What follows belongs to an exercise in optimizing a design on an open flow for small area, a short achievable clock period and few clock cycles per item; a production flow would make more cautious choices. Function was checked by simulation only, so behaviour that the tests miss may differ from the original.

$ cat flow/run.sh
#!/bin/bash
set -euo pipefail
SETUP_MARGIN=9
cp standard.sh standard.sh.txt
grep -v '^export SETUP_SLACK_MARGIN\|^export BUFFER_PORTS_ARGS' config.mk > config.mk.new
echo "export SETUP_SLACK_MARGIN = ${SETUP_MARGIN}" >> config.mk.new
echo "export BUFFER_PORTS_ARGS = -buffer_cell sky130_fd_sc_hd__buf_1" >> config.mk.new
mv config.mk.new config.mk
bash standard.sh > standard.log 2>&1
$ cat standard.sh
#!/bin/bash
# synth_recipe.tcl (not shown) runs the flow's synth.tcl, then flattens the netlist and writes it again
# the make line also repeats each setting of config.mk as NAME=value (left out here)
make -C /OpenROAD-flow-scripts/flow DESIGN_CONFIG=/design/flow/config.mk WORK_HOME=/design/flow/orfs CLKGATE_MAP_FILE= SYNTH_SCRIPT=/design/flow/synth_recipe.tcl "${@:-finish}"
$ cat config.mk
export PLATFORM = sky130hd
export DESIGN_NAME = launch_grid_block_splitter
export DESIGN_NICKNAME = launch_grid_block_splitter
export VERILOG_FILES = /design/flow/design.v
export SDC_FILE = /design/flow/constraint.sdc
export NUM_CORES = 4
export LEC_CHECK = 0
export CAP_MARGIN = 50
export CORE_MARGIN = 2
export CORE_UTILIZATION = 40
export SLEW_MARGIN = 50
export SETUP_SLACK_MARGIN = 9
export BUFFER_PORTS_ARGS = -buffer_cell sky130_fd_sc_hd__buf_1
$ cat constraint.sdc
create_clock -name core_clock -period 12.5 [get_ports {clk}]
set_input_delay 2.5000 -clock core_clock [delete_from_list [all_inputs] [get_ports {clk}]]
set_output_delay 2.5000 -clock core_clock [all_outputs]
set_load 0.01 [all_outputs]
$ cat design.v
package lgbs_pkg;
  localparam int EXT_W = 31;
  localparam int LIM_W = 11;
  localparam int BLK_W = 34;
  localparam int THR_W = 12;
  localparam logic [1:0] ST_OK        = 2'd0;
  localparam logic [1:0] ST_EXTENT    = 2'd1;
  localparam logic [1:0] ST_GIVEN_THR = 2'd2;
  localparam logic [1:0] ST_AUTO_THR  = 2'd3;
endpackage
module lgbs_mdu (
  input  logic        op_mul,    
  input  logic        op_div,    
  input  logic        bit_i,     
  input  logic        badd,      
  input  logic        cin,       
  input  logic [33:0] acc,
  input  logic [33:0] x,
  input  logic [30:0] n,
  output logic [33:0] res,
  output logic        qbit
);
  logic [35:0] a, b, nn1, nn2, s1, c1, s2, c2, u, v1, v2;
  logic        ci;
  always_comb begin
    a   = {1'b0, acc, 1'b0};
    b   = badd ? {2'b00, x} : 36'd0;
    ci  = op_div ? bit_i : cin;
    nn1 = ~{5'd0, n};
    nn2 = ~{4'd0, n, 1'b0};
    s1  = a ^ b ^ nn1;
    c1  = {((a[34:0] & b[34:0]) | (a[34:0] & nn1[34:0]) | (b[34:0] & nn1[34:0])), 1'b1};
    s2  = a ^ b ^ nn2;
    c2  = {((a[34:0] & b[34:0]) | (a[34:0] & nn2[34:0]) | (b[34:0] & nn2[34:0])), 1'b1};
    u   = a + b + {35'd0, ci};
    v1  = s1 + c1 + {35'd0, ci};
    v2  = s2 + c2 + {35'd0, ci};
    qbit = !v1[35];
    if (op_mul)       res = u[33:0];
    else if (!v2[35]) res = v2[33:0];
    else if (!v1[35]) res = v1[33:0];
    else              res = u[33:0];
  end
endmodule
module launch_grid_block_splitter (
  input  logic         clk,
  input  logic         rst_n,
  input  logic         in_tvalid,
  output logic         in_tready,
  input  logic [191:0] in_tdata,
  input  logic         in_tuser,
  output logic         out_tvalid,
  input  logic         out_tready,
  output logic [191:0] out_tdata,
  input  logic         cfg_valid,
  output logic         cfg_ready,
  input  logic [2:0]   cfg_index,
  input  logic [30:0]  cfg_data
);
  localparam logic [4:0]
    S_IDLE  = 5'd0,  S_DLOAD = 5'd1,  S_DCHK  = 5'd2,  S_EXTM  = 5'd3,
    S_EXTW  = 5'd4,  S_EXTC  = 5'd5,  S_TDIV  = 5'd6,  S_TDIVW = 5'd7,
    S_TCEIL = 5'd8,  S_THR   = 5'd9,  S_THRW  = 5'd10, S_THRR  = 5'd11,
    S_GLOOP = 5'd12, S_RINIT = 5'd13, S_RHO   = 5'd14, S_FSH   = 5'd15,
    S_AMUL  = 5'd16, S_AMULW = 5'd17, S_ADIV  = 5'd18, S_ADIVW = 5'd19,
    S_ASET  = 5'd20, S_FIN   = 5'd21, S_ZERO  = 5'd22, S_DONE  = 5'd23,
    S_DACT  = 5'd24, S_EXTS  = 5'd25, S_THRM  = 5'd26;
  localparam logic [1:0] OP_SQ = 2'd0, OP_MUL = 2'd1, OP_DIV = 2'd2;
  localparam logic [1:0] GU_IDLE = 2'd0, GU_ABS = 2'd1, GU_ITER = 2'd2;
  function automatic logic [5:0] msb_idx(input logic [33:0] v);
    logic [63:0] t;
    logic [5:0]  p;
    t    = {30'd0, v};
    p[5] = |t[63:32];
    t[31:0] = p[5] ? t[63:32] : t[31:0];
    p[4] = |t[31:16];
    t[15:0] = p[4] ? t[31:16] : t[15:0];
    p[3] = |t[15:8];
    t[7:0] = p[3] ? t[15:8] : t[7:0];
    p[2] = |t[7:4];
    t[3:0] = p[2] ? t[7:4] : t[3:0];
    p[1] = |t[3:2];
    t[1:0] = p[1] ? t[3:2] : t[1:0];
    p[0] = t[1];
    msb_idx = p;
  endfunction
  logic [4:0]  state_r;
  logic        rdy_r;
  logic        out_valid_r;
  logic [10:0] mb_r [3];
  logic [30:0] mg_r [3];
  logic [10:0] mt_r;
  logic [1:0]  nd_r;
  logic        tiled_r;
  logic [1:0]  dim_r;
  logic [1:0]  status_r;
  logic [11:0] thr_r;
  logic [30:0] gx_r, gy_r, gz_r;
  logic [33:0] bx_r, by_r, bz_r;
  logic        c_ext_r, c_amb_r, c_geq_r, c_b1_r;
  logic [5:0]  psum_r;
  logic        limz_r, gz0_r, l0_r;
  logic        mu_busy_r;
  logic        mu_sq_r, mu_mul_r, mu_div_r;
  logic        mu_srcx_r;
  logic [5:0]  mu_j_r;      
  logic        mu_last_r;
  logic        mu_bit_r;
  logic        mu_badd_r;
  logic [33:0] acc_r;
  logic [33:0] x_r;
  logic [30:0] anchor_r;
  logic [33:0] k_r;
  logic        xnew_r;
  logic [1:0]  gu_st_r;
  logic [30:0] ga_r, gb_r;
  logic [4:0]  gk_r;
  logic [30:0] in_g, in_l;
  logic [1:0]  in_nd;
  always_comb begin
    case (dim_r)
      2'd0:    begin in_g = in_tdata[32:2];  in_l = in_tdata[125:95];  end
      2'd1:    begin in_g = in_tdata[63:33]; in_l = in_tdata[156:126]; end
      default: begin in_g = in_tdata[94:64]; in_l = in_tdata[187:157]; end
    endcase
    in_nd = (in_tdata[1:0] == 2'd0) ? 2'd1 : in_tdata[1:0];
  end
  logic [10:0] cur_mb;
  logic [30:0] cur_mg;
  assign cur_mb = mb_r[dim_r];
  assign cur_mg = mg_r[dim_r];
  logic        mu_start;
  logic [1:0]  mu_op_n;
  logic        mu_srcx_n;
  logic [33:0] src_now, src_run;
  logic [5:0]  src_msb;
  logic        src_nz;
  logic [33:0] mu_res;
  logic        mu_q;
  logic        mu_may_write;
  logic        mu_done;
  logic        nbit;
  assign src_now = mu_srcx_n ? x_r : {3'd0, gb_r};
  assign src_run = mu_srcx_r ? x_r : {3'd0, gb_r};
  assign src_msb = msb_idx(src_now);
  assign src_nz  = (src_now != 34'd0);
  assign nbit    = src_run[mu_j_r];
  logic        sq_skip;
  logic        sbit;
  logic        n_is1;
  assign sq_skip = (src_msb != 6'd0);
  assign n_is1   = (gz_r == 31'd1);
  assign sbit    = src_now[src_msb - 6'd1];
  lgbs_mdu u_mdu (
    .op_mul (mu_mul_r),
    .op_div (mu_div_r),
    .bit_i  (mu_bit_r),
    .badd   (mu_badd_r),
    .cin    (mu_sq_r && mu_last_r),
    .acc    (acc_r),
    .x      (x_r),
    .n      (gz_r),
    .res    (mu_res),
    .qbit   (mu_q)
  );
  logic [30:0] gzf, lf;
  logic [5:0]  pm, pg;
  logic        lim_zero, ext_sure, ext_amb;
  logic        g_lt_mb, l_lt_m1, g_le_l, g_le_mb;
  logic [10:0] m1;
  logic [30:0] bsel;
  always_comb begin
    gzf      = {gz_r[30:1], gz_r[0] | gz0_r};
    lf       = {bz_r[30:1], bz_r[0] | l0_r};
    pm       = msb_idx({23'd0, cur_mb});
    pg       = msb_idx({3'd0, cur_mg});
    lim_zero = (cur_mb == 11'd0) || (cur_mg == 31'd0);
    ext_sure = limz_r || (src_msb > psum_r + 6'd1);
    ext_amb  = !ext_sure && (src_msb >= psum_r);
    g_lt_mb  = (gzf[30:11] == 20'd0) && (gzf[10:0] < x_r[10:0]);
    g_le_mb  = (gzf[30:11] == 20'd0) && (gzf[10:0] <= x_r[10:0]);
    m1       = g_lt_mb ? gzf[10:0] : x_r[10:0];
    l_lt_m1  = (lf[30:11] == 20'd0) && (lf[10:0] < m1);
    g_le_l   = (gzf <= lf);
    bsel     = l_lt_m1 ? lf : {20'd0, m1};
  end
  logic [31:0] gd_ab;
  logic [30:0] gd_ba, gd_abs, gd_min, gd_sh, ga_sh, gb_sh;
  logic        gd_lt, both_even;
  logic        gu_term, gu_one, gu_is1, gu_ready, gu_load, gu_found;
  always_comb begin
    gd_ab     = {1'b0, ga_r} - {1'b0, gb_r};
    gd_ba     = gb_r - ga_r;
    gd_lt     = gd_ab[31];
    gd_abs    = gd_lt ? gd_ba : gd_ab[30:0];
    gd_min    = gd_lt ? ga_r : gb_r;
    gd_sh     = gd_abs[1] ? {1'b0, gd_abs[30:1]} :
                gd_abs[2] ? {2'b00, gd_abs[30:2]} : {3'b000, gd_abs[30:3]};
    both_even = !ga_r[0] && !gb_r[0];
    ga_sh     = (ga_r[1] || both_even) ? {1'b0, ga_r[30:1]} :
                ga_r[2] ? {2'b00, ga_r[30:2]} : {3'b000, ga_r[30:3]};
    gb_sh     = (gb_r[1] || both_even) ? {1'b0, gb_r[30:1]} :
                gb_r[2] ? {2'b00, gb_r[30:2]} : {3'b000, gb_r[30:3]};
    gu_one    = (gb_r == 31'd1);
    gu_term   = (ga_r == 31'd0) || (ga_r == gb_r) || gu_one;
    gu_is1    = gu_one && (gk_r == 5'd0);
  end
  assign gu_found = (state_r == S_RHO) && (gu_st_r == GU_ITER) && gu_term && !gu_is1;
  assign gu_ready = (gu_st_r == GU_IDLE) || ((gu_st_r == GU_ITER) && gu_term && gu_is1);
  assign gu_load  = (state_r == S_RHO) && xnew_r && gu_ready;
  logic [33:0] k_inc;
  assign k_inc = k_r + 34'd1;
  assign mu_may_write = !xnew_r || gu_load;
  assign mu_done  = mu_busy_r && mu_last_r && (!mu_sq_r || mu_may_write);
  logic [4:0]  state_n;
  logic        last_dim;
  logic        g_gt_mg;
  logic [30:0] inc_in, inc_out;
  logic        inc_c;
  logic        need_div;
  assign last_dim = (dim_r == 2'd2);
  assign g_gt_mg  = gz_r > cur_mg;
  assign inc_in   = (state_r == S_FSH) ? {1'b0, gz_r[30:1]} : x_r[30:0];
  assign inc_c    = (state_r == S_FSH) ? gz_r[0] : (acc_r != 34'd0);
  assign inc_out  = inc_in + {30'd0, inc_c};
  assign need_div = !c_b1_r && !c_geq_r;
  logic start, dload, tiled_now, dim_act;
  assign start     = (state_r == S_IDLE) && in_tvalid && (!out_valid_r || out_tready);
  assign dload     = (state_r == S_DLOAD) || start;
  assign tiled_now = (state_r == S_IDLE) ? in_tuser : tiled_r;
  assign dim_act   = (state_r == S_IDLE) || (dim_r < nd_r);
  logic ext_gt, thr_gt, act_go, go_tdiv, go_zext, dim_done, thr_mul;
  assign ext_gt   = c_ext_r;    
  logic [11:0] thr_nx;
  always_comb begin
    thr_nx = thr_r;
    if (state_r == S_THR) begin
      if (bz_r == 34'd1)                       thr_nx = thr_r;
      else if (bz_r == 34'd0 || thr_r == 12'd0) thr_nx = 12'd0;
      else if (bz_r[33:11] != 23'd0)           thr_nx = 12'd2048;
      else if (thr_r == 12'd1)                 thr_nx = {1'b0, bz_r[10:0]};
    end else if (state_r == S_THRR) begin
      thr_nx = (acc_r[33:11] != 23'd0) ? 12'd2048 : acc_r[11:0];
    end
  end
  assign thr_gt   = thr_nx > {1'b0, mt_r};
  assign act_go   = ((state_r == S_DACT) && !c_ext_r && !c_amb_r) ||
                    ((state_r == S_EXTC) && !ext_gt);
  assign go_tdiv  = act_go && tiled_r && need_div;
  assign go_zext  = ((state_r == S_DACT) && c_ext_r) || ((state_r == S_EXTC) && ext_gt);
  assign thr_mul  = !(bz_r == 34'd1 || bz_r == 34'd0 || thr_r == 12'd0 || thr_r == 12'd1 ||
                      bz_r[33:11] != 23'd0);
  assign dim_done = (act_go && tiled_r && !need_div && c_b1_r) ||
                    ((state_r == S_GLOOP) && !g_gt_mg && (bz_r == 34'd1)) ||
                    ((state_r == S_THR) && !thr_mul) || (state_r == S_THRR);
  logic fin_ev;
  assign fin_ev   = last_dim && (dim_done || ((state_r == S_DLOAD) && !dim_act));
  always_comb begin
    state_n   = state_r;
    mu_start  = 1'b0;
    mu_op_n   = OP_MUL;
    mu_srcx_n = 1'b0;
    case (state_r)
      S_IDLE:  if (start) state_n = S_DCHK;
      S_DLOAD: begin
        if (dim_r < nd_r)  state_n = S_DCHK;
        else if (last_dim) state_n = thr_gt ? S_ZERO : S_DONE;
      end
      S_DCHK:  state_n = S_DACT;
      S_DACT: begin
        if (c_ext_r)       state_n = S_ZERO;
        else if (c_amb_r)  state_n = S_EXTM;
        else if (!tiled_r) state_n = S_GLOOP;
        else if (need_div) state_n = S_TDIV;
        else if (c_b1_r)   state_n = last_dim ? (thr_gt ? S_ZERO : S_DONE) : S_DLOAD;
        else               state_n = S_THR;
      end
      S_EXTM:  state_n = S_EXTS;           
      S_EXTS: begin                         
        mu_start = 1'b1;
        mu_op_n  = OP_MUL;
        state_n  = S_EXTW;
      end
      S_EXTW:  if (mu_done) state_n = S_EXTC;
      S_EXTC: begin
        if (ext_gt)               state_n = S_ZERO;
        else if (!tiled_r)        state_n = S_GLOOP;
        else if (need_div)        state_n = S_TDIV;
        else if (c_b1_r)          state_n = last_dim ? (thr_gt ? S_ZERO : S_DONE) : S_DLOAD;
        else                      state_n = S_THR;
      end
      S_TDIV: begin                         
        mu_start = 1'b1;
        mu_op_n  = OP_DIV;
        state_n  = S_TDIVW;
      end
      S_TDIVW: if (mu_done) state_n = S_TCEIL;
      S_TCEIL: state_n = S_THR;
      S_THR: begin
        if (!thr_mul)
          state_n = last_dim ? (thr_gt ? S_ZERO : S_DONE) : S_DLOAD;
        else
          state_n = S_THRM;                 
      end
      S_THRM: begin
        mu_start = 1'b1;
        mu_op_n  = OP_MUL;
        state_n  = S_THRW;
      end
      S_THRW: if (mu_done) state_n = S_THRR;
      S_THRR: state_n = last_dim ? (thr_gt ? S_ZERO : S_DONE) : S_DLOAD;
      S_GLOOP: begin
        if (g_gt_mg)              state_n = S_RINIT;
        else if (bz_r != 34'd1)   state_n = S_THR;
        else                      state_n = last_dim ? (thr_gt ? S_ZERO : S_DONE) : S_DLOAD;
      end
      S_RINIT: state_n = S_RHO;
      S_RHO: begin
        if (gu_found) state_n = S_FSH;
        if (!mu_busy_r) begin
          mu_start  = 1'b1;
          mu_op_n   = OP_SQ;
          mu_srcx_n = 1'b1;
        end
      end
      S_FSH: begin
        if (gk_r == 5'd0) state_n = (gb_r == gz_r) ? S_GLOOP : S_AMUL;
      end
      S_AMUL: begin                         
        mu_start = 1'b1;
        mu_op_n  = OP_MUL;
        state_n  = S_AMULW;
      end
      S_AMULW: if (mu_done) state_n = S_ADIV;    
      S_ADIV: begin
        mu_start = 1'b1;
        mu_op_n  = OP_DIV;
        state_n  = S_ADIVW;
      end
      S_ADIVW: if (mu_done) state_n = S_ASET;
      S_ASET:  state_n = S_GLOOP;
      S_ZERO:  if (dim_r == 2'd2) state_n = S_DONE;
      S_DONE:  state_n = S_IDLE;
      default: state_n = S_IDLE;
    endcase
  end
  assign in_tready  = rdy_r;
  assign cfg_ready  = 1'b1;
  assign out_tvalid = out_valid_r;
  assign out_tdata  = {4'd0, status_r, bz_r[30:0], by_r[30:0], bx_r[30:0], gz_r, gy_r, gx_r};
  always_ff @(posedge clk) begin
    if (!rst_n) begin
      state_r     <= S_IDLE;
      rdy_r       <= 1'b0;
      out_valid_r <= 1'b0;
      mu_busy_r   <= 1'b0;
      gu_st_r     <= GU_IDLE;
      xnew_r      <= 1'b0;
      mb_r[0]     <= 11'd1024;
      mb_r[1]     <= 11'd1024;
      mb_r[2]     <= 11'd64;
      mg_r[0]     <= 31'd2147483647;
      mg_r[1]     <= 31'd65535;
      mg_r[2]     <= 31'd65535;
      mt_r        <= 11'd1024;
    end else begin
      state_r <= state_n;
      rdy_r   <= (fin_ev && !thr_gt) || ((state_r == S_ZERO) && (dim_r == 2'd2));
      if (cfg_valid) begin
        case (cfg_index)
          3'd0: mb_r[0] <= cfg_data[10:0];
          3'd1: mb_r[1] <= cfg_data[10:0];
          3'd2: mb_r[2] <= cfg_data[10:0];
          3'd3: mg_r[0] <= cfg_data;
          3'd4: mg_r[1] <= cfg_data;
          3'd5: mg_r[2] <= cfg_data;
          3'd6: mt_r    <= cfg_data[10:0];
          default: ;
        endcase
      end
      if (state_r == S_DONE)              out_valid_r <= 1'b1;
      else if (out_valid_r && out_tready) out_valid_r <= 1'b0;
      if (mu_start)                mu_busy_r <= 1'b1;
      else if (state_r == S_RINIT || gu_found) mu_busy_r <= 1'b0;
      else if (mu_done)            mu_busy_r <= 1'b0;
      if (state_r == S_RINIT) begin
        xnew_r  <= 1'b0;
        gu_st_r <= GU_IDLE;
      end else if (state_r == S_RHO) begin
        if (gu_found) begin
          gu_st_r <= GU_IDLE;
        end else begin
          if (mu_done && mu_sq_r) xnew_r <= 1'b1;
          else if (gu_load)       xnew_r <= 1'b0;
          if (gu_load)                            gu_st_r <= GU_ABS;
          else if (gu_st_r == GU_ABS)             gu_st_r <= GU_ITER;
          else if (gu_st_r == GU_ITER && gu_term) gu_st_r <= GU_IDLE;
        end
      end
    end
  end
  always_ff @(posedge clk) begin
    if (mu_start) begin
      mu_sq_r   <= (mu_op_n == OP_SQ);
      mu_mul_r  <= (mu_op_n == OP_MUL);
      mu_div_r  <= (mu_op_n == OP_DIV);
      mu_srcx_r <= mu_srcx_n;
      if (sq_skip) begin
        mu_j_r    <= src_msb - 6'd2;
        mu_last_r <= (src_msb == 6'd1);
        mu_bit_r  <= sbit;
        mu_badd_r <= sbit && (mu_op_n != OP_DIV);
        if (mu_op_n == OP_DIV) acc_r <= {33'd0, !n_is1};
        else                   acc_r <= x_r;
      end else begin
        mu_j_r    <= 6'd0;
        mu_last_r <= (src_msb == 6'd0);
        mu_bit_r  <= src_nz;
        mu_badd_r <= src_nz && (mu_op_n != OP_DIV);
        acc_r     <= 34'd0;
      end
      if (mu_op_n == OP_DIV) x_r <= {33'd0, sq_skip && n_is1};
    end else if (mu_busy_r) begin
      if (!mu_last_r) begin
        mu_j_r    <= mu_j_r - 6'd1;
        mu_last_r <= (mu_j_r == 6'd0);
        mu_bit_r  <= nbit;
        mu_badd_r <= nbit && !mu_div_r;
        acc_r     <= mu_res;
        if (mu_div_r) x_r <= {x_r[32:0], mu_q};
      end else if (mu_done) begin
        if (mu_sq_r) begin
          x_r <= mu_res;
        end else begin
          acc_r <= mu_res;
          if (mu_div_r) x_r <= {x_r[32:0], mu_q};
        end
      end
    end
    case (state_r)
      S_RINIT: x_r <= 34'd2;
      default: ;
    endcase
    if (dload) x_r <= {23'd0, cur_mb};
    case (state_r)
      S_THR, S_FSH: x_r <= bz_r;
      default: ;
    endcase
    if (state_r == S_RINIT) begin
      anchor_r <= 31'd2;
      k_r      <= 34'd2;
    end else if (state_r == S_RHO) begin
      if (gu_found) begin
      end else if (gu_load) begin
        ga_r <= x_r[30:0];
        gb_r <= anchor_r;
        if ((k_r & k_inc) == 34'd0) anchor_r <= x_r[30:0];
        k_r <= k_inc;
      end else if (gu_st_r == GU_ABS) begin
        ga_r <= gd_abs;
        gb_r <= gz_r;
        gk_r <= 5'd0;
      end else if (gu_st_r == GU_ITER && !gu_term) begin
        if (!ga_r[0]) ga_r <= ga_sh;
        if (both_even) gk_r <= gk_r + 5'd1;
        if (!gb_r[0])  gb_r <= gb_sh;
        if (ga_r[0] && gb_r[0]) begin
          ga_r <= gd_sh;
          gb_r <= gd_min;
        end
      end
    end else if (state_r == S_FSH) begin
      if (gk_r != 5'd0) begin
        gb_r <= {gb_r[29:0], 1'b0};
        gk_r <= gk_r - 5'd1;
      end
    end else if (dload) begin
      gb_r <= in_g;
    end else if (state_r == S_EXTM) begin
      gb_r <= cur_mg;
    end else if (state_r == S_THR) begin
      gb_r <= {19'd0, thr_r};
    end else if (go_tdiv || (state_r == S_AMULW && mu_done)) begin
      gb_r <= gz_r;
    end
    if (dim_done) dim_r <= dim_r + 2'd1;
    case (state_r)
      S_IDLE: begin
        nd_r    <= in_nd;
        tiled_r <= in_tuser;
        thr_r   <= 12'd1;
      end
      S_EXTW: if (mu_done) c_ext_r <= !mu_q;    
      S_DONE: dim_r <= 2'd0;
      default: ;
    endcase
    if (dload) begin
        status_r <= 2'd0;
        psum_r   <= pm + pg;
        limz_r   <= lim_zero;
        gz0_r    <= (in_g == 31'd0);
        l0_r     <= (in_l == 31'd0);
        gx_r <= gy_r;
        gy_r <= gz_r;
        bx_r <= by_r;
        by_r <= bz_r;
        if (dim_act) begin
          gz_r <= in_g;
          bz_r <= tiled_now ? {3'd0, in_l} : 34'd1;
        end else begin
          gz_r <= 31'd1;
          bz_r <= 34'd1;
          if (!last_dim) dim_r <= dim_r + 2'd1;
        end
    end
    case (state_r)
      S_DCHK: begin
        c_ext_r <= ext_sure;
        c_amb_r <= ext_amb;
        c_geq_r <= g_le_mb && g_le_l;
        c_b1_r  <= (bsel == 31'd1);
        bz_r    <= {3'd0, bsel};
        gz_r    <= (g_le_mb && g_le_l) ? 31'd1 : gzf;
      end
      S_DACT, S_EXTC: begin
        if (go_zext) begin
          status_r <= 2'd1;
          dim_r    <= 2'd0;
        end
        if (go_tdiv) gz_r <= bz_r[30:0];
      end
      S_AMULW: if (mu_done) gz_r <= gb_r;
      S_ADIV:  bz_r <= acc_r;
      S_TCEIL: gz_r <= inc_out;
      S_THR, S_THRR: thr_r <= thr_nx;
      S_FSH: begin
        if (gk_r == 5'd0 && gb_r == gz_r) begin
          gz_r <= inc_out;
          bz_r <= {bz_r[32:0], 1'b0};
        end
      end
      S_ASET: gz_r <= x_r[30:0];
      S_ZERO: begin
        gx_r  <= gy_r;
        gy_r  <= gz_r;
        gz_r  <= 31'd0;
        bx_r  <= by_r;
        by_r  <= bz_r;
        bz_r  <= 34'd0;
        dim_r <= dim_r + 2'd1;
      end
      default: ;
    endcase
    if (fin_ev && thr_gt) begin
      status_r <= tiled_r ? 2'd2 : 2'd3;
      dim_r    <= 2'd0;
    end
    if (!rst_n) dim_r <= 2'd0;
  end
endmodule
==> Implementation_results.wiki, run 1 <==
{| class="wikitable"
! Metric !! Value
|-
| Initial drt markers || 10440
|-
| Post-route cell area || 72880 um2
|-
| Largest clock skew in the final design || 0.08305 ns
|-
| GRT overflow || 0
|-
| Synth Area in Adders || 0.1090
|-
| Clock-pin slew reported for the worst setup and hold paths after clock tree synthesis || 0.06 ns
|-
| Die extent in y || 355.6 um
|-
| Maximum level of the CTS H-tree || 3
|-
| Compound-cell area share of the yosys netlist || 0.2555
|-
| Crit path arrival time || 5.76 ns
|-
| DR vias || 59250
|-
| Placement-stage cell area || 54070 um2
|-
| Worst slack at placement || 5.992 ns
|-
| Effective utilization at floorplan || 0.4016
|-
| Setup crit start kind || flop
|-
| Fraction of layout instances using a drive strength above 1 || 0.3202
|-
| Post-DR wirelength/cell || 30.99 um
|-
| Sequential area share after synthesis || 0.3022
|-
| Detailed-route vias per instance || 6.650
|-
| Standard cell core area || 123200 um2
|-
| Uppermost layer routed || met5
|-
| Cell depth of the worst hold path || 0
|-
| Wire length of the first global-routing pass || 374.1 mm
|-
| Average instance area after synthesis || 8.058 um2
|-
| Cell taking the most area after synthesis || edfxtp_1
|-
| Placement row count || 129
|-
| Number of synthesized flops with an enable pin || 329
|-
| CP endpoint kind || flop
|-
| Crit Path Category || reg2reg
|-
| Slew HR || 0.2020
|-
| Metal3 WL || 44.85 mm
|-
| Synthesized instance count || 6138
|-
| Detailed-placement wirelength estimate || 164.1 mm
|-
| Worst Hold Class || reg2reg
|-
| Area contributors post-synth || edfxtp_1, dfxtp_1, ha_1
|-
| Reg2Reg Depth || 19
|-
| Antenna violations before repair || 20
|-
| Root buffer cell || clkbuf_16
|-
| Largest net degree at the start of global routing || 85
|-
| XOR/XNOR Fraction of Synth Area || 0.03491
|-
| Final routed wirelength across all metal layers || 276.1 mm
|-
| Maximum buffer depth of the clock tree || 3
|-
| Flops & latches, synth || 582
|-
| Yosys cell types || 110
|-
| Netlist area before placement || 49460 um2
|-
| Met2 routed WL || 108.9 mm
|-
| Number of routed nets with antenna violations || 0
|-
| Critical path fanouts, max || 8
|-
| Clock tree sinks || 582
|-
| Worst slew pin tran || 1.194 ns
|-
| Clock tree from TritonCTS || yes
|-
| Iteration count of the initial detailed-routing pass || 22
|-
| Die Footprint || 126500 um2
|-
| Die outline width || 355.6 um
|-
| Final layout net count || 7812
|-
| Max capacitance violation total || 0
|-
| Worst skew pair latency || 0.77 ns
|-
| Detailed-route wire length on metal 1 || 92.86 mm
|-
| Portion of netlist area occupied by mux cells || 0.04397
|-
| Largest family of logic cells by synthesized area || compound AO/OA/AOI/OAI gates
|-
| Total global-route track usage || 0.4004
|-
| Quantity of I/O buffers inserted on ports || 417
|-
| Leading cell types by count after synthesis || nand2_1, a21oi_1, inv_1, nor2_1, o21ai_0
|-
| Area growth from synthesis to layout || 47.35%
|-
| Post-route DRC || 0
|-
| Final min period || 5.304 ns
|-
| Highest attainable clock frequency || 188.5 MHz
|-
| Filler cell count || 10290
|-
| Count of final max-slew check failures || 0
|-
| Fraction of synthesized cell area taken by the top area cell type || 0.1998
|-
| Number of hold violations in the final report || 0
|-
| Most frequent cell after synthesis || nand2_1
|-
| Post-layout worst setup margin || 7.196 ns
|-
| Required time of the worst setup path || 12.95 ns
|-
| Weighted congestion reported at the end of routability-driven placement || 1.023
|-
| Async set or reset register ratio after synthesis || 0
|-
| RSZ-0062 raised after global routing || yes
|-
| Yosys warnings || 4
|-
| Number of clock buffers inserted by TritonCTS || 73
|-
| Status || timing/DRC/antenna clean
|-
| Via count of the first global-routing pass || 54430
|-
| # setup viols final || 0
|-
| Basic-gate share of the synthesized area counting and, or, nand and nor cells || 0.1832
|-
| Ports placed on the boundary || 427
|-
| Crit share post-route || 0.4243
|-
| Leading register cell type out of synthesis || edfxtp_1
|-
| Total Neg Setup Slack || 0 ns
|}
[final cells by class]
cell class,count,area [um2],share of cell area
antenna,18,45.04,0.0006181
clock buffer,103,2116,0.02903
sequential,582,15070,0.2068
clock inverter,32,445.4,0.006112
timing repair inverter,1,8.758,0.0001202
multi-input combinational,4687,37820,0.5190
timing repair buffer,1426,13650,0.1873
inverter,423,1673,0.02295
tap,1637,2048,0.02810
[critical path, cell delays in order, from the launching register on]
cell	delay, ns
edfxtp_1	0.69
buf_4	0.32
inv_1	0.26
ha_1	0.27
or3_1	0.39
nor3_1	0.27
a21oi_4	0.19
buf_4	0.18
buf_4	0.16
a21oi_1	0.52
ha_1	0.28
a21oi_1	0.08
nor3_1	0.19
nor3_1	0.10
o21ai_2	0.13
nor3_2	0.09
mux2i_2	0.20
buf_4	0.19
nand2_8	0.08
o41ai_4	0.43
[placed cells by master, fill, tap and decap left out, types with 89 or more instances in the layout]
cell type,instances
a21oi_2,103
nand2_1,745
ha_1,253
xnor2_1,102
clkbuf_16,99
buf_12,123
buf_6,203
o21ai_0,206
clkbuf_2,89
nor2_1,343
a21o_1,123
edfxtp_1,329
nand3_1,180
inv_1,381
a21oi_1,287
dfxtp_1,207
buf_1,249
a22oi_1,133
mux2i_1,144
buf_4,583
o21ai_1,125
[cells by family after synthesis]
logic type / after synthesis
other: 2
adder cells (fa/ha/maj): 392
XOR/XNOR: 195
flip-flops: 582
buffers and inverters: 893
AND/OR/NAND/NOR: 1994
AO/OA/AOI/OAI: 1887
multiplexers: 193
[metrics by stage]
stage | hold slack [ns] | std cells | utilization
6_report | 0.4508 | 8909 | 0.5918
5_1_grt | 0.4398 | 8901 | 0.5916
4_1_cts | 0.4355 | 8601 | 0.5503
3_5_place_dp | 0.4313 | 7916 | 0.4391
3_3_place_gp | 0.4288 | 7905 | 0.4361
2_1_floorplan | 0.4295 | 6141 | -
[routing by layer]
| layer | global-route usage | vias up |
|---|---|---|
| li1 | - | 24570 |
| met1 | 0.4669 | 27920 |
| met2 | 0.5706 | 5022 |
| met3 | 0.1780 | 1711 |
| met4 | 0.3110 | 26 |
| met5 | 0.008302 | - |
[state kept, by name, summed over array words and instances, names as in the netlist, 6 cells and up]
register / flops
k_r: 34
thr_r: 12
bx_r: 31
psum_r: 6
gb_r: 31
gx_r: 31
by_r: 31
mt_r: 11
x_r: 34
acc_r: 34
mg_r: 93
anchor_r: 31
ga_r: 31
bz_r: 34
gz_r: 31
mu_j_r: 6
gy_r: 31
mb_r: 33
[path summary, 6_finish.rpt]
check / from / to / slack (ns)
setup / recovery: x_r[10] / c_b1_r / 7.20
hold / removal: by_r[26] / bx_r[26] / 0.45
setup reg to reg: x_r[10] / c_b1_r / 7.20
hold reg to reg: by_r[26] / bx_r[26] / 0.45
[what timing repair did]
item,CTS,global route
pin swaps,331,233
gates resized for setup,1286,574
buffers inserted,487,250
setup endpoints to repair,714,749
hold buffers,0,0
gates cloned,63,33
Testbench counts, summed over its fixed seeds: cycles 54,186, items 320.
==> inputs of run 2 (changes only) <==
--- a/design.v
+++ b/design.v
@@ -99,3 +99,3 @@
   logic [33:0] bx_r, by_r, bz_r;
-  logic        c_ext_r, c_amb_r, c_geq_r, c_b1_r;
+  logic        c_ext_r, c_geq_r, c_b1_r;
   logic [5:0]  psum_r;
@@ -151,3 +151,3 @@
   assign sq_skip = (src_msb != 6'd0);
-  assign n_is1   = (gz_r == 31'd1);
+  assign n_is1   = (state_r == S_TDIV) ? (bz_r == 34'd1) : (gz_r == 31'd1);
   assign sbit    = src_now[src_msb - 6'd1];
@@ -246,9 +246,14 @@
   assign thr_gt   = thr_nx > {1'b0, mt_r};
-  assign act_go   = ((state_r == S_DACT) && !c_ext_r && !c_amb_r) ||
+  logic geq_now, b1_now, sel_nd, sel_b1;
+  assign geq_now  = g_le_mb && g_le_l;
+  assign b1_now   = (bsel == 31'd1);
+  assign sel_nd   = (state_r == S_DCHK) ? (!b1_now && !geq_now) : need_div;
+  assign sel_b1   = (state_r == S_DCHK) ? b1_now : c_b1_r;
+  assign act_go   = ((state_r == S_DCHK) && !ext_sure && !ext_amb) ||
                     ((state_r == S_EXTC) && !ext_gt);
-  assign go_tdiv  = act_go && tiled_r && need_div;
-  assign go_zext  = ((state_r == S_DACT) && c_ext_r) || ((state_r == S_EXTC) && ext_gt);
+  assign go_tdiv  = act_go && tiled_r && sel_nd;
+  assign go_zext  = ((state_r == S_DCHK) && ext_sure) || ((state_r == S_EXTC) && ext_gt);
   assign thr_mul  = !(bz_r == 34'd1 || bz_r == 34'd0 || thr_r == 12'd0 || thr_r == 12'd1 ||
                       bz_r[33:11] != 23'd0);
-  assign dim_done = (act_go && tiled_r && !need_div && c_b1_r) ||
+  assign dim_done = (act_go && tiled_r && !sel_nd && sel_b1) ||
                     ((state_r == S_GLOOP) && !g_gt_mg && (bz_r == 34'd1)) ||
@@ -268,9 +273,8 @@
       end
-      S_DCHK:  state_n = S_DACT;
-      S_DACT: begin
-        if (c_ext_r)       state_n = S_ZERO;
-        else if (c_amb_r)  state_n = S_EXTM;
+      S_DCHK: begin
+        if (ext_sure)      state_n = S_ZERO;
+        else if (ext_amb)  state_n = S_EXTM;
         else if (!tiled_r) state_n = S_GLOOP;
-        else if (need_div) state_n = S_TDIV;
-        else if (c_b1_r)   state_n = last_dim ? (thr_gt ? S_ZERO : S_DONE) : S_DLOAD;
+        else if (sel_nd)   state_n = S_TDIV;
+        else if (b1_now)   state_n = last_dim ? (thr_gt ? S_ZERO : S_DONE) : S_DLOAD;
         else               state_n = S_THR;
@@ -482,3 +486,5 @@
       gb_r <= {19'd0, thr_r};
-    end else if (go_tdiv || (state_r == S_AMULW && mu_done)) begin
+    end else if (state_r == S_DCHK) begin
+      gb_r <= gzf;                        
+    end else if ((state_r == S_EXTC) || (state_r == S_AMULW && mu_done)) begin
       gb_r <= gz_r;
@@ -517,10 +523,12 @@
       S_DCHK: begin
-        c_ext_r <= ext_sure;
-        c_amb_r <= ext_amb;
-        c_geq_r <= g_le_mb && g_le_l;
-        c_b1_r  <= (bsel == 31'd1);
+        c_geq_r <= geq_now;
+        c_b1_r  <= b1_now;
         bz_r    <= {3'd0, bsel};
-        gz_r    <= (g_le_mb && g_le_l) ? 31'd1 : gzf;
+        gz_r    <= geq_now ? 31'd1 : gzf;
+        if (go_zext) begin
+          status_r <= 2'd1;
+          dim_r    <= 2'd0;
+        end
       end
-      S_DACT, S_EXTC: begin
+      S_EXTC: begin
         if (go_zext) begin
@@ -529,4 +537,4 @@
         end
-        if (go_tdiv) gz_r <= bz_r[30:0];
       end
+      S_TDIV:  gz_r <= bz_r[30:0];
       S_AMULW: if (mu_done) gz_r <= gb_r;
--- a/flow/run.sh
+++ b/flow/run.sh
@@ -2,3 +2,3 @@
 set -euo pipefail
-SETUP_MARGIN=9
+SETUP_MARGIN=8
 cp standard.sh standard.sh.txt
--- a/config.mk
+++ b/config.mk
@@ -11,3 +11,3 @@
 export SLEW_MARGIN = 50
-export SETUP_SLACK_MARGIN = 9
+export SETUP_SLACK_MARGIN = 8
 export BUFFER_PORTS_ARGS = -buffer_cell sky130_fd_sc_hd__buf_1
==> run 2 against run 1 <==
Still clean. Setup slack worse by 0.091 ns. Area after synthesis shrank 0.81%. Clock skew down 0.026 ns. Critical endpoint is now dim_r[1]. Largest cell class unchanged.
==> Implementation_results.wiki, run 2 <==
{| class="wikitable"
! Metric !! Value
|-
| Status || timing/DRC/antenna clean (unchanged)
|-
| Cell depth of the worst hold path || 0 (unchanged)
|-
| Fraction of layout instances using a drive strength above 1 || 0.1860 (was 0.3202)
|-
| DR vias || 54240 (was 59250)
|-
| Synthesized instance count || 6070 (was 6138)
|-
| Final min period || 5.396 ns (was 5.304 ns)
|-
| Clock tree sinks || 581 (was 582)
|-
| Worst R2R End || dim_r[1] (was c_b1_r)
|-
| Area growth from synthesis to layout || 27.76% (was 47.35%)
|-
| Root buffer cell || clkbuf_16 (unchanged)
|-
| Crit share post-route || 0.4316 (was 0.4243)
|-
| Worst skew pair latency || 0.72 ns (was 0.77 ns)
|-
| Crit path arrival time || 5.98 ns (was 5.76 ns)
|-
| Cell taking the most area after synthesis || edfxtp_1 (unchanged)
|-
| Non-filler cells in the finished layout || 8407 (was 8909)
|-
| Most frequent cell after synthesis || nand2_1 (unchanged)
|-
| Placed Cells incl. Taps || 7869 (was 7916)
|-
| Setup crit start kind || flop (unchanged)
|-
| Die Footprint || 125500 um2 (was 126500 um2)
|-
| Ports placed on the boundary || 427 (unchanged)
|-
| Hold Crit Endpoint || gx_r[29] (was bx_r[26])
|-
| Count of final max-slew check failures || 0 (unchanged)
|-
| Number of hold-repair buffers added at the cts stage || 0 (unchanged)
|-
| Final routed wirelength across all metal layers || 244.9 mm (was 276.1 mm)
|-
| Required time of the worst setup path || 13.09 ns (was 12.95 ns)
|-
| Total Neg Setup Slack || 0 ns (unchanged)
|-
| Clock-pin slew reported for the worst setup and hold paths after clock tree synthesis || 0.06 ns (about the same)
|-
| Number of synthesized flops with an enable pin || 327 (was 329)
|-
| Crit path max-delay cell type || or4_4 (was edfxtp_1)
|-
| Yosys cell types || 100 (was 110)
|-
| Die outline width || 354.2 um (was 355.6 um)
|-
| Post-DR wirelength/cell || 29.13 um (was 30.99 um)
|-
| Via count of the first global-routing pass || 50140 (was 54430)
|-
| Effective utilization at floorplan || 0.4030 (was 0.4016)
|-
| Maximum level of the CTS H-tree || 3 (unchanged)
|-
| Gate family responsible for the most delay along the worst path || simple AND/OR/NAND/NOR gates (was compound AO/OA/AOI/OAI gates)
|-
| Worst Hold Class || reg2reg (unchanged)
|-
| Max capacitance violation total || 0 (unchanged)
|-
| Buffers & Inverters on Critical Path || 4 (was 5)
|-
| Fraction of synthesized cell area taken by the top area cell type || 0.2002 (was 0.1998)
|-
| Quantity of I/O buffers inserted on ports || 417 (unchanged)
|-
| Most frequent cells in the layout || nand2_1, buf_4, buf_1 (was nand2_1, buf_4, inv_1)
|-
| Number of hold violations in the final report || 0 (unchanged)
|-
| Antenna violations before repair || 12 (was 20)
|-
| Largest register FFs || 93 (unchanged)
|-
| Post-route DRC || 0 (unchanged)
|-
| Weighted congestion reported at the end of routability-driven placement || 1.015 (was 1.023)
|-
| Final layout net count || 7347 (was 7812)
|-
| CP endpoint kind || flop (unchanged)
|-
| Clock tree from TritonCTS || yes (unchanged)
|-
| Maximum buffer depth of the clock tree || 3 (unchanged)
|-
| Critical path fanouts, max || 5 (was 8)
|-
| Number of routed nets with antenna violations || 0 (unchanged)
|-
| Worst slew pin tran || 0.8651 ns (was 1.194 ns)
|-
| Die extent in y || 354.2 um (was 355.6 um)
|-
| Standard cell core area || 121700 um2 (was 123200 um2)
|-
| Crit Path Category || reg2reg (unchanged)
|-
| Iteration count of the initial detailed-routing pass || 11 (was 22)
|-
| Number of clock buffers inserted by TritonCTS || 71 (was 73)
|-
| Worst stage delay on the critical path || 0.61 ns (was 0.69 ns)
|-
| Leading register cell type out of synthesis || edfxtp_1 (unchanged)
|-
| Most frequent standard cell in the layout excluding fill and tap cells || nand2_1 (unchanged)
|-
| Filler cell count || 11500 (was 10290)
|-
| Reg2Reg Depth || 26 (was 19)
|-
| Wire length of the first global-routing pass || 339.9 mm (was 374.1 mm)
|-
| Leading cell types by count after synthesis || nand2_1, inv_1, nor2_1, clkbuf_1, o21ai_0 (was nand2_1, a21oi_1, inv_1, nor2_1, o21ai_0)
|-
| Register-to-register setup slack || 7.10 ns (was 7.20 ns)
|-
| Largest clock skew in the final design || 0.05705 ns (was 0.08305 ns)
|-
| Hold wc startpoint || gy_r[29] (was by_r[26])
|-
| Startpoint of the most critical register-to-register path || gb_r[25] (was x_r[10])
|-
| Area contributors post-synth || edfxtp_1, dfxtp_1, ha_1 (unchanged)
|-
| Yosys warnings || 4 (unchanged)
|-
| Placement row count || 128 (was 129)
|-
| RSZ-0062 raised after global routing || yes (unchanged)
|-
| Slew HR || 0.4219 (was 0.2020)
|-
| Total number of cells along the worst setup path || 26 (was 19)
|-
| Netlist area before placement || 49050 um2 (was 49460 um2)
|-
| Detailed-route vias per instance || 6.452 (was 6.650)
|-
| Initial drt markers || 7525 (was 10440)
|-
| Largest net degree at the start of global routing || 91 (was 85)
|-
| Total global-route track usage || 0.3638 (was 0.4004)
|-
| # setup viols final || 0 (unchanged)
|-
| Flops & latches, synth || 581 (was 582)
|-
| Sequential area share after synthesis || 0.3038 (was 0.3022)
|-
| Detailed-placement wirelength estimate || 169.0 mm (was 164.1 mm)
|-
| GRT overflow || 0 (unchanged)
|-
| Async set or reset register ratio after synthesis || 0 (unchanged)
|-
| Highest attainable clock frequency || 185.3 MHz (was 188.5 MHz)
|-
| Top register by number of flip-flops || mg_r (unchanged)
|-
| Average instance area after synthesis || 8.081 um2 (was 8.058 um2)
|}
[run 2: changes by cell type after synthesis, moves of 39 or more]
cell	change
o211ai_1	+45
nand2_1	+105
o221ai_1	+39
a22oi_1	+63
a21oi_1	-106
nand3_1	-48
[run 2: cells by family after synthesis]
family / synth area share
DFF: 0.3038
muxes: 0.03999
AOI/OAI and AO/OA: 0.2537
xor gates and xnor gates: 0.03589
buffers and inverters: 0.07139
other: 0.0001531
and+or+nand+nor: 0.1840
adders and majority gates: 0.1110
[run 2: worst max path at each step]
stage / to / startpoint / slack [ns]
floorplan: dim_r[1] / gb_r[24] / 7.31
global placement: mu_bit_r / state_r[3] / 5.39
detailed placement: dim_r[0] / state_r[1] / 5.81
CTS: state_r[0] / gb_r[25] / 7.13
global route: dim_r[1] / gb_r[25] / 7.00
finish: dim_r[1] / gb_r[25] / 7.10
[run 2: final cells by class]
type	count	area (um2)	share of cell area
clock inverters	33	432.9	0.006908
well taps	1625	2033	0.03244
clock buffers	95	1958	0.03124
flip-flops and latches	581	14940	0.2383
inverters	430	1670	0.02665
diodes	7	17.52	0.0002795
multi-input cells	4609	33990	0.5424
repair buffers	1027	7631	0.1218
[run 2: repair_timing]
action                                 in CTS  in global routing
setup buffers                             201                166
endpoints found under the hold margin       0                  0
setup endpoints to repair                 312                282
cloned                                     21                 14
pin swaps                                 100                176
gates resized for setup                   419                342
[run 2: per-stage QoR]
| stage | setup WS (ns) | hold slack [ns] | util | cell area, um2 |
|---|---|---|---|---|
| floorplan | 7.306 | 0.4295 | - | 49570 |
| global placement | 5.386 | 0.4275 | 0.4335 | 52760 |
| detailed placement | 5.811 | 0.4304 | 0.4367 | 53160 |
| CTS | 7.127 | 0.4307 | 0.4886 | 59470 |
| global route | 7.004 | 0.4543 | 0.5148 | 62660 |
| finish | 7.104 | 0.4380 | 0.5149 | 62670 |
[run 2: per-layer routing]
metal / vias to the layer above / routed length (um) / share of wire / GRT usage
li1: 23390 / - / - / -
met1: 25850 / 87820 / 0.36 / 0.4454
met2: 3929 / 103400 / 0.42 / 0.5438
met3: 1063 / 33350 / 0.14 / 0.1212
met4: 8 / 20280 / 0.083 / 0.2413
met5: - / 45 / 0.00018 / 0
Testbench counts of run 2, summed over its fixed seeds: cycles 53,545, items 320.
==> inputs of run 3 (changes only) <==
--- a/design.v
+++ b/design.v
@@ -102,2 +102,3 @@
   logic        limz_r, gz0_r, l0_r;
+  logic [5:0]  gmsb_r;      
   logic        mu_busy_r;
@@ -177,4 +178,4 @@
     lim_zero = (cur_mb == 11'd0) || (cur_mg == 31'd0);
-    ext_sure = limz_r || (src_msb > psum_r + 6'd1);
-    ext_amb  = !ext_sure && (src_msb >= psum_r);
+    ext_sure = limz_r || (gmsb_r > psum_r + 6'd1);
+    ext_amb  = !ext_sure && (gmsb_r >= psum_r);
     g_lt_mb  = (gzf[30:11] == 20'd0) && (gzf[10:0] < x_r[10:0]);
@@ -507,2 +508,3 @@
         gz0_r    <= (in_g == 31'd0);
+        gmsb_r   <= msb_idx({3'd0, in_g});
         l0_r     <= (in_l == 31'd0);
==> run 3 against run 2 <==
Highest routed layer unchanged. Via count shrank 1.9%. Sequential cell count grew 5. Critical endpoint is now x_r[14]. Synthesized cell count shrank 1.4%. Final cell count shrank 2.0%. Clock skew grew 0.0015 ns. Critical path type unchanged.
==> Implementation_results.wiki, run 3 <==
{| class="wikitable"
! Metric !! Value
|-
| Status || timing/DRC/antenna clean (unchanged)
|-
| Fraction of synthesized cell area taken by the top area cell type || 0.2032 (was 0.2002)
|-
| Worst slew pin tran || 0.8773 ns (was 0.8651 ns)
|-
| Slew HR || 0.4144 (was 0.4219)
|-
| Worst R2R End || x_r[14] (was dim_r[1])
|-
| Clock-pin slew reported for the worst setup and hold paths after clock tree synthesis || 0.06 ns (about the same)
|-
| Hold Crit Endpoint || bx_r[28] (was gx_r[29])
|-
| Area contributors post-synth || edfxtp_1, dfxtp_1, ha_1 (unchanged)
|-
| Iteration count of the initial detailed-routing pass || 10 (was 11)
|-
| Fraction of layout instances using a drive strength above 1 || 0.1855 (was 0.1860)
|-
| Most frequent cells in the layout || nand2_1, buf_1, a21oi_1 (was nand2_1, buf_4, buf_1)
|-
| Initial drt markers || 8328 (was 7525)
|-
| Most frequent cell after synthesis || nand2_1 (unchanged)
|-
| Filler cell count || 11600 (was 11500)
|-
| Non-filler cells in the finished layout || 8241 (was 8407)
|-
| Flops & latches, synth || 586 (was 581)
|-
| Maximum buffer depth of the clock tree || 3 (unchanged)
|-
| Standard cell core area || 121700 um2 (unchanged)
|-
| Register-to-register setup slack || 7.35 ns (was 7.10 ns)
|-
| Effective utilization at floorplan || 0.4030 (about the same)
|-
| Number of synthesized flops with an enable pin || 332 (was 327)
|-
| Count of final max-slew check failures || 0 (unchanged)
|-
| Wire length of the first global-routing pass || 342.9 mm (was 339.9 mm)
|-
| Worst skew pair latency || 0.71 ns (was 0.72 ns)
|-
| Setup crit start kind || flop (unchanged)
|-
| Total global-route track usage || 0.3662 (was 0.3638)
|-
| Synthesized instance count || 5985 (was 6070)
|-
| Worst Hold Class || reg2reg (unchanged)
|-
| CP endpoint kind || flop (unchanged)
|-
| Maximum level of the CTS H-tree || 3 (unchanged)
|-
| Reg2Reg Depth || 20 (was 26)
|-
| Leading register cell type out of synthesis || edfxtp_1 (unchanged)
|-
| Final routed wirelength across all metal layers || 241.9 mm (was 244.9 mm)
|-
| Ports placed on the boundary || 427 (unchanged)
|-
| Placed Cells incl. Taps || 7781 (was 7869)
|-
| Startpoint of the most critical register-to-register path || acc_r[2] (was gb_r[25])
|-
| Leading cell types by count after synthesis || nand2_1, a21oi_1, inv_1, nor2_1, clkbuf_1 (was nand2_1, inv_1, nor2_1, clkbuf_1, o21ai_0)
|-
| Area growth from synthesis to layout || 26.57% (was 27.76%)
|-
| Root buffer cell || clkbuf_16 (unchanged)
|-
| Die extent in y || 354.2 um (about the same)
|-
| Number of clock buffers inserted by TritonCTS || 74 (was 71)
|-
| Cell depth of the worst hold path || 0 (unchanged)
|-
| Post-route DRC || 0 (unchanged)
|-
| Average instance area after synthesis || 8.196 um2 (was 8.081 um2)
|-
| Clock tree sinks || 586 (was 581)
|-
| Required time of the worst setup path || 13.02 ns (was 13.09 ns)
|-
| Detailed-placement wirelength estimate || 165.2 mm (was 169.0 mm)
|-
| Placement row count || 128 (unchanged)
|-
| DR vias || 53220 (was 54240)
|-
| Sequential area share after synthesis || 0.3069 (was 0.3038)
|-
| Number of hold-repair buffers added at the cts stage || 0 (unchanged)
|-
| Die outline width || 354.2 um (about the same)
|-
| RSZ-0062 raised after global routing || yes (unchanged)
|-
| Die Footprint || 125400 um2 (was 125500 um2)
|-
| Crit path arrival time || 5.66 ns (was 5.98 ns)
|-
| Most frequent standard cell in the layout excluding fill and tap cells || nand2_1 (unchanged)
|-
| Largest net degree at the start of global routing || 69 (was 91)
|-
| Top register by number of flip-flops || mg_r (unchanged)
|-
| Via count of the first global-routing pass || 49430 (was 50140)
|-
| Number of hold violations in the final report || 0 (unchanged)
|-
| Netlist area before placement || 49050 um2 (about the same)
|-
| Yosys warnings || 4 (unchanged)
|-
| Crit share post-route || 0.4116 (was 0.4316)
|-
| Largest register FFs || 93 (unchanged)
|-
| Quantity of I/O buffers inserted on ports || 417 (unchanged)
|-
| Number of routed nets with antenna violations || 0 (unchanged)
|-
| Total Neg Setup Slack || 0 ns (unchanged)
|-
| Final min period || 5.145 ns (was 5.396 ns)
|-
| Clock tree from TritonCTS || yes (unchanged)
|-
| Weighted congestion reported at the end of routability-driven placement || 1.034 (was 1.015)
|-
| Largest clock skew in the final design || 0.05851 ns (was 0.05705 ns)
|-
| Crit Path Category || reg2reg (unchanged)
|-
| Max capacitance violation total || 0 (unchanged)
|-
| Highest attainable clock frequency || 194.4 MHz (was 185.3 MHz)
|-
| GRT overflow || 0 (unchanged)
|-
| Cell taking the most area after synthesis || edfxtp_1 (unchanged)
|-
| Post-DR wirelength/cell || 29.35 um (was 29.13 um)
|-
| Async set or reset register ratio after synthesis || 0 (unchanged)
|-
| Final layout net count || 7174 (was 7347)
|-
| Yosys cell types || 96 (was 100)
|-
| # setup viols final || 0 (unchanged)
|-
| Detailed-route vias per instance || 6.458 (was 6.452)
|-
| Critical path fanouts, max || 6 (was 5)
|-
| Hold wc startpoint || by_r[28] (was gy_r[29])
|-
| Antenna violations before repair || 13 (was 12)
|}
==> run 3: critical path, cell delays in order (launching register included) <==
cell and delay [ns]:
edfxtp_1 0.63, inv_1 0.17, fa_1 0.53, inv_1 0.06, ha_4 0.27, o21a_1 0.15, o31ai_2 0.08, buf_4 0.16
a211o_1 0.31, a211oi_2 0.30, or4_4 0.18, nand3b_1 0.09, a31o_4 0.27, a32oi_4 0.22, buf_6 0.14, nand2b_4 0.12
a211oi_4 0.08, or3_4 0.43, buf_12 0.18, a221o_1 0.38, a221oi_2 0.22
==> run 3: timing repair <==
action | CTS | global route
cloned | 20 | 9
pin swaps | 163 | 119
setup endpoints to repair | 297 | 194
setup buffers | 188 | 98
resized for setup | 462 | 261
==> run 3: per-stage QoR <==
stage / worst slack [ns] / utilization / area [um2] / hold slack [ns]
global placement: 6.040 / 0.4345 / 52880 / 0.4290
detailed placement: 6.292 / 0.4373 / 53220 / 0.4333
finish: 7.355 / 0.5101 / 62090 / 0.4253
global route: 7.257 / 0.5100 / 62070 / 0.4445
CTS: 7.361 / 0.4910 / 59770 / 0.4250
floorplan: 7.583 / - / 49780 / 0.4328
==> run 3: worst max-delay path by stage <==
| stage | from | to | slack [ns] | depth (start not counted) |
|---|---|---|---|---|
| detailed placement | state_r[3] | mu_badd_r | 6.29 | 18 |
| finish | acc_r[2] | x_r[14] | 7.35 | 20 |
| global placement | state_r[3] | mu_badd_r | 6.04 | 18 |
| CTS | mu_badd_r | x_r[14] | 7.36 | 22 |
| floorplan | out_tready | x_r[0] | 7.58 | 7 |
| global route | mu_badd_r | x_r[14] | 7.26 | 22 |
==> run 3: final cells by class <==
cell class,count,area [um2],area share
repair inverters,1,8.758,0.0001411
clock buffers,103,2207,0.03555
clock inverters,34,435.4,0.007013
repair buffers,932,6649,0.1071
multi-input cells,4524,33970,0.5471
well taps,1625,2033,0.03275
flip-flops and latches,586,15100,0.2431
inverters,430,1675,0.02698
diodes,6,15.01,0.0002418
==> run 3: cells by family after synthesis <==
| family | share of synthesized area |
|---|---|
| AND/OR/NAND/NOR | 0.1731 |
| AO/OA/AOI/OAI | 0.2497 |
| buffers and inverters | 0.07127 |
| flip-flops | 0.3069 |
| adder cells (fa/ha/maj) | 0.1105 |
| multiplexers | 0.05211 |
| XOR/XNOR | 0.03625 |
| other | 0.0001531 |
==> run 3: metal layers <==
layer / up-vias / wire (um) / global-route usage
met5: - / 295 / 0.004906
met3: 923 / 32020 / 0.1181
met1: 25460 / 90150 / 0.4704
met2: 3766 / 99950 / 0.5309
met4: 20 / 19430 / 0.2264
li1: 23050 / - / -
Testbench counts of run 3, summed over its fixed seeds: cycles 53,545, items 320.
==> inputs of run 4 (changes only) <==
--- a/flow/run.sh
+++ b/flow/run.sh
@@ -2,3 +2,3 @@
 set -euo pipefail
-SETUP_MARGIN=8
+SETUP_MARGIN=7
 cp standard.sh standard.sh.txt
--- a/config.mk
+++ b/config.mk
@@ -11,3 +11,3 @@
 export SLEW_MARGIN = 50
-export SETUP_SLACK_MARGIN = 8
+export SETUP_SLACK_MARGIN = 7
 export BUFFER_PORTS_ARGS = -buffer_cell sky130_fd_sc_hd__buf_1
==> run 4 against run 3 <==
Non-clock buffer count fell by 234. Largest cell class unchanged. First-iteration DRC count is 14% lower. Wire length shrank 7.0%. Global-route usage fell by 2.3 points. Final area fell by 8.7%.
==> Implementation_results.wiki, run 4 <==
{| class="wikitable"
! Metric !! Value
|-
| Status || timing/DRC/antenna clean (unchanged)
|-
| Hold Crit Endpoint || bx_r[5] (was bx_r[28])
|-
| Detailed-placement wirelength estimate || 163.8 mm (was 165.2 mm)
|-
| Worst slew pin tran || 0.8318 ns (was 0.8773 ns)
|-
| Initial drt markers || 7181 (was 8328)
|-
| Met2 routed WL || 93.54 mm (was 99.95 mm)
|-
| Iteration count of the initial detailed-routing pass || 9 (was 10)
|-
| Max capacitance violation total || 0 (unchanged)
|-
| Crit Path Category || reg2reg (unchanged)
|-
| Count of final max-slew check failures || 0 (unchanged)
|-
| Worst stage delay on the critical path || 0.56 ns (was 0.63 ns)
|-
| Yosys cell types || 96 (unchanged)
|-
| Clock tree sinks || 586 (unchanged)
|-
| Filler cell count || 12100 (was 11600)
|-
| Die outline width || 354.2 um (unchanged)
|-
| Post-DR wirelength/cell || 28.10 um (was 29.35 um)
|-
| Final layout net count || 6933 (was 7174)
|-
| DR vias || 51030 (was 53220)
|-
| Number of synthesized flops with an enable pin || 332 (unchanged)
|-
| Total Neg Setup Slack || 0 ns (unchanged)
|-
| RSZ-0062 raised after global routing || yes (unchanged)
|-
| Root buffer cell || clkbuf_16 (unchanged)
|-
| Crit share post-route || 0.4300 (was 0.4116)
|-
| Largest net degree at the start of global routing || 79 (was 69)
|-
| Wire length of the first global-routing pass || 322.5 mm (was 342.9 mm)
|-
| Number of hold violations in the final report || 0 (unchanged)
|-
| Worst skew pair latency || 0.73 ns (was 0.71 ns)
|-
| Sequential area share after synthesis || 0.3069 (unchanged)
|-
| Largest clock skew in the final design || 0.05508 ns (was 0.05851 ns)
|-
| Quantity of I/O buffers inserted on ports || 417 (unchanged)
|-
| Non-filler cells in the finished layout || 7999 (was 8241)
|-
| Detailed-route wire length on metal 1 || 86.53 mm (was 90.15 mm)
|-
| CP endpoint kind || flop (unchanged)
|-
| Average instance area after synthesis || 8.196 um2 (unchanged)
|-
| Fraction of layout instances using a drive strength above 1 || 0.09865 (was 0.1855)
|-
| Synthesized instance count || 5985 (unchanged)
|-
| Placed Cells incl. Taps || 7798 (was 7781)
|-
| Most frequent standard cell in the layout excluding fill and tap cells || nand2_1 (unchanged)
|-
| Effective utilization at floorplan || 0.4030 (unchanged)
|-
| Worst Hold Class || reg2reg (unchanged)
|-
| Critical Path, Cell by Cell || buf_4, fa_1, inv_1, ha_1, a21oi_1, a21oi_1, nor2_2, a211oi_2, or4_4, nand3b_1, a31o_2, a32oi_4, buf_4, or3_1, nand2_4, mux2_2, o211ai_1, a31oi_1 (was inv_1, fa_1, inv_1, ha_4, o21a_1, o31ai_2, buf_4, a211o_1, a211oi_2, or4_4, nand3b_1, a31o_4, a32oi_4, buf_6, nand2b_4, a211oi_4, or3_4, buf_12, a221o_1, a221oi_2)
|-
| Maximum buffer depth of the clock tree || 3 (unchanged)
|-
| Placement row count || 128 (unchanged)
|-
| Most frequent cells in the layout || nand2_1, a21oi_1, inv_1 (was nand2_1, buf_1, a21oi_1)
|-
| Number of clock buffers inserted by TritonCTS || 72 (was 74)
|-
| Setup crit start kind || flop (unchanged)
|-
| Critical path fanouts, max || 12 (was 6)
|-
| Cell depth of the worst hold path || 0 (unchanged)
|-
| Number of hold-repair buffers added at the cts stage || 0 (unchanged)
|-
| Register-to-register setup slack || 7.13 ns (was 7.35 ns)
|-
| Top register by number of flip-flops || mg_r (unchanged)
|-
| Via count of the first global-routing pass || 47150 (was 49430)
|-
| Crit path max-delay cell type || fa_1 (was edfxtp_1)
|-
| Number of routed nets with antenna violations || 0 (unchanged)
|-
| Required time of the worst setup path || 12.91 ns (was 13.02 ns)
|-
| Antenna violations before repair || 19 (was 13)
|-
| Yosys warnings || 4 (unchanged)
|-
| Die extent in y || 354.2 um (unchanged)
|-
| Metal3 WL || 29.78 mm (was 32.02 mm)
|-
| Die Footprint || 125400 um2 (unchanged)
|-
| Worst R2R End || x_r[0] (was x_r[14])
|-
| Hold wc startpoint || by_r[5] (was by_r[28])
|-
| Cell taking the most area after synthesis || edfxtp_1 (unchanged)
|-
| Total global-route track usage || 0.3433 (was 0.3662)
|-
| Highest attainable clock frequency || 186.1 MHz (was 194.4 MHz)
|-
| Standard cell core area || 121700 um2 (unchanged)
|-
| Crit path arrival time || 5.79 ns (was 5.66 ns)
|-
| # setup viols final || 0 (unchanged)
|-
| Flops & latches, synth || 586 (unchanged)
|-
| Fraction of synthesized cell area taken by the top area cell type || 0.2032 (unchanged)
|-
| Detailed-route vias per instance || 6.379 (was 6.458)
|-
| Slew HR || 0.4431 (was 0.4144)
|-
| Clock tree from TritonCTS || yes (unchanged)
|-
| Post-route DRC || 0 (unchanged)
|-
| Area growth from synthesis to layout || 15.52% (was 26.57%)
|-
| GRT overflow || 0 (unchanged)
|-
| Netlist area before placement || 49050 um2 (unchanged)
|-
| Ports placed on the boundary || 427 (unchanged)
|-
| Worst slack at placement || 6.058 ns (was 6.292 ns)
|-
| Most frequent cell after synthesis || nand2_1 (unchanged)
|-
| Post-layout worst setup margin || 7.126 ns (was 7.355 ns)
|-
| Reg2Reg Depth || 18 (was 20)
|-
| Leading register cell type out of synthesis || edfxtp_1 (unchanged)
|-
| Async set or reset register ratio after synthesis || 0 (unchanged)
|-
| Area contributors post-synth || edfxtp_1, dfxtp_1, ha_1 (unchanged)
|-
| Leading cell types by count after synthesis || nand2_1, a21oi_1, inv_1, nor2_1, clkbuf_1 (unchanged)
|-
| Maximum level of the CTS H-tree || 3 (unchanged)
|-
| Startpoint of the most critical register-to-register path || gz_r[8] (was acc_r[2])
|-
| Largest register FFs || 93 (unchanged)
|-
| Clock-pin slew reported for the worst setup and hold paths after clock tree synthesis || 0.06 ns (about the same)
|-
| Weighted congestion reported at the end of routability-driven placement || 1.014 (was 1.034)
|-
| Final routed wirelength across all metal layers || 224.8 mm (was 241.9 mm)
|-
| Uppermost layer routed || met5 (unchanged)
|-
| Final min period || 5.374 ns (was 5.145 ns)
|}
==> run 4: cell counts after synthesis <==
Identical to the previous run, type by type.
==> run 4: timing repair <==
| item | 4_1_cts | 5_1_grt |
|---|---|---|
| setup endpoints to repair | 97 | 92 |
| resized for setup | 66 | 68 |
| pin swaps | 12 | 11 |
| cloned | 2 | 2 |
| setup buffers | 28 | 25 |
==> run 4: worst max path at each step <==
stage,startpoint,to,slack (ns)
final,gz_r[8],x_r[0],7.13
after global placement,x_r[16],mu_bit_r,5.52
after floorplan,out_tready,x_r[0],7.11
after CTS,state_r[1],mu_bit_r,7.00
after detailed placement,gb_r[30],mu_bit_r,6.06
after global routing,mu_badd_r,x_r[23],6.98
==> run 4: area by class of cell <==
| cell class | instances | area [um2] | share of cell area |
|---|---|---|---|
| antenna | 8 | 20.02 | 0.0003533 |
| clock buffer | 104 | 2148 | 0.03791 |
| clock inverter | 28 | 327.8 | 0.005785 |
| inverter | 430 | 1625 | 0.02868 |
| multi-input combinational | 4520 | 31400 | 0.5542 |
| sequential | 586 | 15060 | 0.2658 |
| tap | 1625 | 2033 | 0.03588 |
| timing repair buffer | 698 | 4044 | 0.07137 |
==> run 4: worst max-delay path: cells and delay by family (launching register included) <==
| kind | cells | cell delay (ns) |
|---|---|---|
| fa+ha+maj | 2 | 0.91 |
| simple gates | 5 | 1.55 |
| compound gates | 7 | 1.18 |
| mux | 1 | 0.37 |
| buf+inv | 3 | 0.54 |
| flops | 1 | 0.53 |
==> run 4: logic make-up after synthesis <==
logic type,after synthesis,synth area share
other,2,0.0001531
XOR/XNOR,203,0.03625
AO/OA/AOI/OAI,1820,0.2497
adder cells (fa/ha/maj),393,0.1105
AND/OR/NAND/NOR,1878,0.1731
multiplexers,220,0.05211
buffers and inverters,883,0.07127
flip-flops,586,0.3069
==> run 4: routing by layer <==
layer | track usage | vias up
met5 | 0.008302 | -
met1 | 0.4496 | 24320
li1 | - | 22540
met2 | 0.5016 | 3414
met3 | 0.1041 | 741
met4 | 0.1916 | 16
==> run 4: stage by stage <==
stage	util	area, um2	hold WS [ns]
6_report	0.4655	56660	0.4445
5_1_grt	0.4654	56650	0.4525
4_1_cts	0.4602	56020	0.4452
3_5_place_dp	0.4352	52980	0.4311
3_3_place_gp	0.4316	52540	0.4289
2_1_floorplan	-	49070	0.4328

-- separate check: timing with driven ports --
The flow's constraints put no driver on any port. The routed layouts listed below were extracted and timed again, unchanged, in two steps.
Step 1 assumes that a clkbuf_16 drives the clock port and a buf_2 every other input.
Step 2 adds t to the input delays and takes it off the output delays; t is the mean of the earliest and latest rising clock arrival at the registers after step 1. Input paths then give back, and output paths get back, about the clock's delay inside the block.
Three values: no drivers, after step 1, after step 2; two values: the first two.
run | shift t [ns] | setup slack, ns | worst setup path at the end | cell pins on the clock port's net
run 1 | 0.803 | 7.196 / 7.196 / 7.196 | register to register | 1
run 2 | 0.778 | 7.104 / 7.104 / 6.998 | input to register | 1
run 3 | 0.750 | 7.355 / 7.355 / 7.164 | input to register | 1
run 4 | 0.781 | 7.126 / 7.126 / 6.604 | input to register | 1
After both steps every run listed still meets setup and hold. For run 4, which loses most, drivers alone change the setup slack by 0.000 ns; drivers and shift together by -0.522 ns.
